This design comes from an exercise in tuning for small area on the open sky130 flow, not from production work.
Where RTL was checked, it was by simulation tests only, not by an equivalence proof against the original.

==> run a: inputs <==
## km_top
module km_top (
  input  logic             clk,
  input  logic             rst,
  input  logic             i_cent_wr,
  input  logic [2-1:0]            i_cent_idx,
  input  logic [3*8-1:0]  i_cent_point,
  input  logic             i_valid,
  input  logic [3*8-1:0]  i_point,
  input  logic             i_clear,
  input  logic             i_rd_en,
  input  logic [2-1:0]            i_rd_idx,
  output logic             o_assign_valid,
  output logic [2-1:0]            o_assign_idx,
  output logic [18-1:0]           o_assign_dist,
  output logic [3*8-1:0]  o_assign_point,
  output logic             o_rd_valid,
  output logic [3*16-1:0]  o_rd_sum,
  output logic [9-1:0]          o_rd_count
);
  localparam int PW = 3*8;
  localparam int RW = 2 + 18;
  logic [3*PW-1:0]         cents_n;
  logic [3*18-1:0] dists;
  logic [2-1:0]            win_idx;
  logic [18-1:0]           win_dist;
  km_centroid_regs u_cent_regs (
    .clk          (clk),
    .rst          (rst),
    .i_cent_wr    (i_cent_wr),
    .i_cent_idx   (i_cent_idx),
    .i_cent_point (i_cent_point),
    .o_cents_n    (cents_n)
  );
  km_distance u_distance (
    .clk     (clk),
  ...
==> module km_sum_add, before the edit <==
module km_sum_add (
  input  logic [15:0] i_q,
  input  logic [7:0]  i_p,
  output logic [15:0] o_s
);
  wire c0;
  km_ha u0 (.a(i_q[0]), .b(i_p[0]), .s(o_s[0]), .co(c0));
  wire c1;
  km_fa u1 (.a(i_q[1]), .b(i_p[1]), .c(c0), .s(o_s[1]), .co(c1));
  wire c2;
  km_fa u2 (.a(i_q[2]), .b(i_p[2]), .c(c1), .s(o_s[2]), .co(c2));
  wire c3;
  km_fa u3 (.a(i_q[3]), .b(i_p[3]), .c(c2), .s(o_s[3]), .co(c3));
  wire c4;
  km_fa u4 (.a(i_q[4]), .b(i_p[4]), .c(c3), .s(o_s[4]), .co(c4));
  wire c5;
  km_fa u5 (.a(i_q[5]), .b(i_p[5]), .c(c4), .s(o_s[5]), .co(c5));
  wire c6;
  km_fa u6 (.a(i_q[6]), .b(i_p[6]), .c(c5), .s(o_s[6]), .co(c6));
  wire c7;
  km_fa u7 (.a(i_q[7]), .b(i_p[7]), .c(c6), .s(o_s[7]), .co(c7));
  wire c8;
  km_ha u8 (.a(i_q[8]), .b(c7), .s(o_s[8]), .co(c8));
  wire c9;
  km_ha u9 (.a(i_q[9]), .b(c8), .s(o_s[9]), .co(c9));
  wire c10;
  km_ha u10 (.a(i_q[10]), .b(c9), .s(o_s[10]), .co(c10));
  wire c11;
  km_ha u11 (.a(i_q[11]), .b(c10), .s(o_s[11]), .co(c11));
  wire c12;
  km_ha u12 (.a(i_q[12]), .b(c11), .s(o_s[12]), .co(c12));
  wire c13;
  km_ha u13 (.a(i_q[13]), .b(c12), .s(o_s[13]), .co(c13));
  wire c14;
  km_ha u14 (.a(i_q[14]), .b(c13), .s(o_s[14]), .co(c14));
  assign o_s[15] = i_q[15] ^ c14;
endmodule
==> module km_accumulator, before the edit <==
module km_accumulator (
  input  logic                           clk,
  input  logic                           rst,
  input  logic                           i_clear,
  input  logic                           i_acc_valid,
  input  logic [2-1:0]           i_acc_idx,
  input  logic [3*8-1:0] i_acc_point,
  input  logic                           i_rd_en,
  input  logic [2-1:0]           i_rd_idx,
  output logic                           o_rd_valid,
  output logic [3*16-1:0]  o_rd_sum,
  output logic [9-1:0]         o_rd_count
);
  localparam int DW = 8;
  localparam int UW = 16;
  localparam int VW = 3*16;
  localparam int NW = 9;
  logic [3*VW-1:0] sums;
  logic [3*NW-1:0] counts, counts_d;
  logic                           up_clear;
  logic [3-1:0]           hit;        
  logic [3*8-1:0] up_point;
  always_ff @(posedge clk) begin
    up_clear <= rst | i_clear;
    for (int c = 0; c < 3; c++) hit[c] <= i_acc_valid && (i_acc_idx == c);
    up_point <= i_acc_point;
  end
  logic [VW-1:0] sum_sel, sum_new;
  always_comb begin
    sum_sel = '0;
    for (int c = 0; c < 3; c++) sum_sel = sum_sel | (sums[c*VW +: VW] & {VW{hit[c]}});
  end
  for (genvar d = 0; d < 3; d++) begin : g_dim
    km_sum_add u_add (
      .i_q (sum_sel[d*UW +: UW]),
      .i_p (up_point[d*DW +: DW]),
      .o_s (sum_new[d*UW +: UW])
    );
  end
  for (genvar c = 0; c < 3; c++) begin : g_cent
    km_cnt_inc u_inc (
      .i_q   (counts[c*NW +: NW]),
      .i_hit (hit[c]),
      .o_q   (counts_d[c*NW +: NW])
    );
  end
  always_ff @(posedge clk) begin
    for (int c = 0; c < 3; c++) begin
      if (up_clear || hit[c]) sums[c*VW +: VW] <= up_clear ? '0 : sum_new;
    end
    counts <= up_clear ? '0 : counts_d;
  end
  logic [3-1:0] rd_sel;
  always_ff @(posedge clk) begin
    if (rst) begin
      o_rd_valid <= 1'b0;
    end else begin
      o_rd_valid <= i_rd_en;
    end
    for (int c = 0; c < 3; c++) rd_sel[c] <= (i_rd_idx == c);
  end
  always_comb begin
    o_rd_sum   = '0;
    o_rd_count = '0;
    for (int c = 0; c < 3; c++) begin
      o_rd_sum   = o_rd_sum   | (sums[c*VW +: VW]   & {VW{rd_sel[c]}});
      o_rd_count = o_rd_count | (counts[c*NW +: NW] & {NW{rd_sel[c]}});
    end
  end
endmodule
clock: 7.0 ns
lec_check: 0
cap_margin: 20
core_margin: 2
core_utilization: 75
place_density: 0.85
slew_margin: 20
synth_hierarchical: 1
synth_minimum_keep_size: 0
standard.sh (not shown) runs the stock make flow with config.mk's settings and CLKGATE_MAP_FILE= SYNTH_SCRIPT=/design/flow/synth_recipe.tcl, a recipe that flattens the netlist after the stock synthesis.
==> flow/flow/run.sh <==
#!/bin/bash
# Own layout flow: the standard flow (standard.sh, unchanged synthesis and
# steps) with three steps' settings changed through the environment:
#  - port buffers are the smallest buffer cell (every port is still buffered)
#  - timing-driven global placement does not keep the buffers its virtual
#    repair inserts (GPL_KEEP_OVERFLOW=0)
#  - clock tree synthesis inserts no dummy loads and builds the tree from
#    small clock buffers, clustering at most 20 sinks within 60 um
# Each tool's full output goes to the ORFS logs under orfs/logs/, and the
# output of the whole make run to standard.log in this folder.
set -euo pipefail
export BUFFER_PORTS_ARGS="-buffer_cell sky130_fd_sc_hd__buf_1"
export GPL_KEEP_OVERFLOW=0
export CTS_ARGS="-sink_clustering_enable -repair_clock_nets -dont_use_dummy_load -buf_list {sky130_fd_sc_hd__clkbuf_4 sky130_fd_sc_hd__clkbuf_8} -sink_clustering_size 20 -sink_clustering_max_diameter 60"
bash standard.sh > standard.log 2>&1
==> inputs of run b, as changes to run a <==
--- a/flow/design.v
+++ b/flow/design.v
@@ -542,35 +542,44 @@
   input  logic [7:0]  i_p,
+  input  logic        i_hit,
   output logic [15:0] o_s
 );
-  wire c0;
-  km_ha u0 (.a(i_q[0]), .b(i_p[0]), .s(o_s[0]), .co(c0));
-  wire c1;
-  km_fa u1 (.a(i_q[1]), .b(i_p[1]), .c(c0), .s(o_s[1]), .co(c1));
-  wire c2;
-  km_fa u2 (.a(i_q[2]), .b(i_p[2]), .c(c1), .s(o_s[2]), .co(c2));
-  wire c3;
-  km_fa u3 (.a(i_q[3]), .b(i_p[3]), .c(c2), .s(o_s[3]), .co(c3));
-  wire c4;
-  km_fa u4 (.a(i_q[4]), .b(i_p[4]), .c(c3), .s(o_s[4]), .co(c4));
-  wire c5;
-  km_fa u5 (.a(i_q[5]), .b(i_p[5]), .c(c4), .s(o_s[5]), .co(c5));
-  wire c6;
-  km_fa u6 (.a(i_q[6]), .b(i_p[6]), .c(c5), .s(o_s[6]), .co(c6));
-  wire c7;
-  km_fa u7 (.a(i_q[7]), .b(i_p[7]), .c(c6), .s(o_s[7]), .co(c7));
+  wire n0 = i_p[0] & i_hit;
+  wire n1 = i_p[1] & i_hit;
+  wire n2 = i_p[2] & i_hit;
+  wire n3 = i_p[3] & i_hit;
+  wire n4 = i_p[4] & i_hit;
+  wire n5 = i_p[5] & i_hit;
+  wire n6 = i_p[6] & i_hit;
+  wire n7 = i_p[7] & i_hit;
   wire c8;
-  km_ha u8 (.a(i_q[8]), .b(c7), .s(o_s[8]), .co(c8));
+  km_ha u8 (.a(i_q[0]), .b(n0), .s(o_s[0]), .co(c8));
   wire c9;
-  km_ha u9 (.a(i_q[9]), .b(c8), .s(o_s[9]), .co(c9));
+  km_fa u9 (.a(i_q[1]), .b(n1), .c(c8), .s(o_s[1]), .co(c9));
   wire c10;
-  km_ha u10 (.a(i_q[10]), .b(c9), .s(o_s[10]), .co(c10));
+  km_fa u10 (.a(i_q[2]), .b(n2), .c(c9), .s(o_s[2]), .co(c10));
   wire c11;
-  km_ha u11 (.a(i_q[11]), .b(c10), .s(o_s[11]), .co(c11));
+  km_fa u11 (.a(i_q[3]), .b(n3), .c(c10), .s(o_s[3]), .co(c11));
   wire c12;
-  km_ha u12 (.a(i_q[12]), .b(c11), .s(o_s[12]), .co(c12));
+  km_fa u12 (.a(i_q[4]), .b(n4), .c(c11), .s(o_s[4]), .co(c12));
   wire c13;
-  km_ha u13 (.a(i_q[13]), .b(c12), .s(o_s[13]), .co(c13));
+  km_fa u13 (.a(i_q[5]), .b(n5), .c(c12), .s(o_s[5]), .co(c13));
   wire c14;
-  km_ha u14 (.a(i_q[14]), .b(c13), .s(o_s[14]), .co(c14));
-  assign o_s[15] = i_q[15] ^ c14;
+  km_fa u14 (.a(i_q[6]), .b(n6), .c(c13), .s(o_s[6]), .co(c14));
+  wire c15;
+  km_fa u15 (.a(i_q[7]), .b(n7), .c(c14), .s(o_s[7]), .co(c15));
+  wire c16;
+  km_ha u16 (.a(i_q[8]), .b(c15), .s(o_s[8]), .co(c16));
+  wire c17;
+  km_ha u17 (.a(i_q[9]), .b(c16), .s(o_s[9]), .co(c17));
+  wire c18;
+  km_ha u18 (.a(i_q[10]), .b(c17), .s(o_s[10]), .co(c18));
+  wire c19;
+  km_ha u19 (.a(i_q[11]), .b(c18), .s(o_s[11]), .co(c19));
+  wire c20;
+  km_ha u20 (.a(i_q[12]), .b(c19), .s(o_s[12]), .co(c20));
+  wire c21;
+  km_ha u21 (.a(i_q[13]), .b(c20), .s(o_s[13]), .co(c21));
+  wire c22;
+  km_ha u22 (.a(i_q[14]), .b(c21), .s(o_s[14]), .co(c22));
+  assign o_s[15] = i_q[15] ^ c22;
 endmodule
@@ -668,6 +677,7 @@
   localparam int NW = 9;
-  logic [3*VW-1:0] sums;
+  logic [3*VW-1:0] sums, sums_d;
   logic [3*NW-1:0] counts, counts_d;
   logic                           up_clear;
-  logic [3-1:0]           hit;        
+  logic                           up_valid;
+  logic [2-1:0]           up_idx;
   logic [3*8-1:0] up_point;
@@ -675,21 +685,20 @@
     up_clear <= rst | i_clear;
-    for (int c = 0; c < 3; c++) hit[c] <= i_acc_valid && (i_acc_idx == c);
+    up_valid <= i_acc_valid;
+    up_idx   <= i_acc_idx;
     up_point <= i_acc_point;
   end
-  logic [VW-1:0] sum_sel, sum_new;
-  always_comb begin
-    sum_sel = '0;
-    for (int c = 0; c < 3; c++) sum_sel = sum_sel | (sums[c*VW +: VW] & {VW{hit[c]}});
-  end
-  for (genvar d = 0; d < 3; d++) begin : g_dim
-    km_sum_add u_add (
-      .i_q (sum_sel[d*UW +: UW]),
-      .i_p (up_point[d*DW +: DW]),
-      .o_s (sum_new[d*UW +: UW])
-    );
-  end
   for (genvar c = 0; c < 3; c++) begin : g_cent
+    logic hit;
+    assign hit = up_valid & (up_idx == c);
+    for (genvar d = 0; d < 3; d++) begin : g_dim
+      km_sum_add u_add (
+        .i_q   (sums[c*VW + d*UW +: UW]),
+        .i_p   (up_point[d*DW +: DW]),
+        .i_hit (hit),
+        .o_s   (sums_d[c*VW + d*UW +: UW])
+      );
+    end
     km_cnt_inc u_inc (
       .i_q   (counts[c*NW +: NW]),
-      .i_hit (hit[c]),
+      .i_hit (hit),
       .o_q   (counts_d[c*NW +: NW])
@@ -698,5 +707,3 @@
   always_ff @(posedge clk) begin
-    for (int c = 0; c < 3; c++) begin
-      if (up_clear || hit[c]) sums[c*VW +: VW] <= up_clear ? '0 : sum_new;
-    end
+    sums   <= up_clear ? '0 : sums_d;
     counts <= up_clear ? '0 : counts_d;
==> flow/flow/run.sh (replaced) <==
#!/bin/bash
# Own layout flow: the standard flow (standard.sh, unchanged synthesis and
# steps) with two steps' settings changed through the environment:
#  - port buffers are the smallest buffer cell (every port is still buffered)
#  - clock tree synthesis inserts no dummy loads and builds the tree from
#    small clock buffers, clustering at most 20 sinks within 60 um
# Each tool's full output goes to the ORFS logs under orfs/logs/, and the
# output of the whole make run to standard.log in this folder.
set -euo pipefail
export BUFFER_PORTS_ARGS="-buffer_cell sky130_fd_sc_hd__buf_1"
export CTS_ARGS="-sink_clustering_enable -repair_clock_nets -dont_use_dummy_load -buf_list {sky130_fd_sc_hd__clkbuf_4 sky130_fd_sc_hd__clkbuf_8} -sink_clustering_size 20 -sink_clustering_max_diameter 60"
bash standard.sh > standard.log 2>&1
Settings changed: CORE_UTILIZATION 75 to 60, GPL_TIMING_DRIVEN set to 0, PLACE_DENSITY 0.85 to 0.7.
==> results by group <==
Run status
  – Outcome: finished clean

CTS
  – Worst-path clk slew: 110 ps

Placed design
  – HPWL Detailed: 48.7 mm

Finish
  – Final-layout non-clock buffer area share: 2.43%
  – Number of clock buffers in the layout: 39
  – Filler cells: 2250
  – Clk tree area frac: 1.73%

Floorplanning
  – Horizontal die dimension: 201 um

GRT
  – GRT Overall Usage: 32.8%

Setup path
  – R2R depth: 21
  – R2R setup slack: 260 ps

Detailed routing
  – Met2 WL: 31.5 mm
  – DR vias/cell: 6.17

Synthesis
  – Cells after synthesis: 2255
-- figures above: run a

==> results by group <==
Finish
  – Number of clock buffers in the layout: 43
  – Filler cells: 3797
  – Final-layout non-clock buffer area share: 4.08%

Detailed routing
  – Met2 WL: 29.8 mm
  – DR vias/cell: 5.48

Synthesis
  – Cells after synthesis: 2416

Setup path
  – R2R setup slack: 200 ps

GRT
  – GRT Overall Usage: 25.4%

Placed design
  – HPWL Detailed: 49.7 mm

Run status
  – Outcome: finished clean

CTS
  – Worst-path clk slew: 100 ps
-- figures above: run b

The RTL of run b was laid out without a check of its function.

==> separate check: timing with driven ports <==
In the flow no input, the clock included, has a driving cell. The finished layouts below were timed again as built, in two steps.
Step 1, drivers: a clkbuf_16 drives clk and a buf_2 each remaining input, both assumed.
Step 2 moves the port delays by t, midway between the first and last clock arrival at a register: inputs arrive t later, outputs are due t later. That takes back most of the time a late clock gives input paths.
a / b / c = no drivers / after step 1 / after step 2; a / b = the first two.
| run | t, ns | setup WS [ns] | hold slack, ns | latest minus earliest clock arrival (ns) | worst slew at a driven data input, ns |
|---|---|---|---|---|---|
| run a | 0.637 | 0.264 / 0.264 / 0.264 | 0.252 / 0.252 / 0.252 | 0.081 / 0.081 | 0.04 |
| run b | 0.644 | 0.202 / 0.202 / 0.202 | 0.259 / 0.259 / 0.259 | 0.110 / 0.110 | 0.06 |
After both steps every run listed still meets setup and hold.
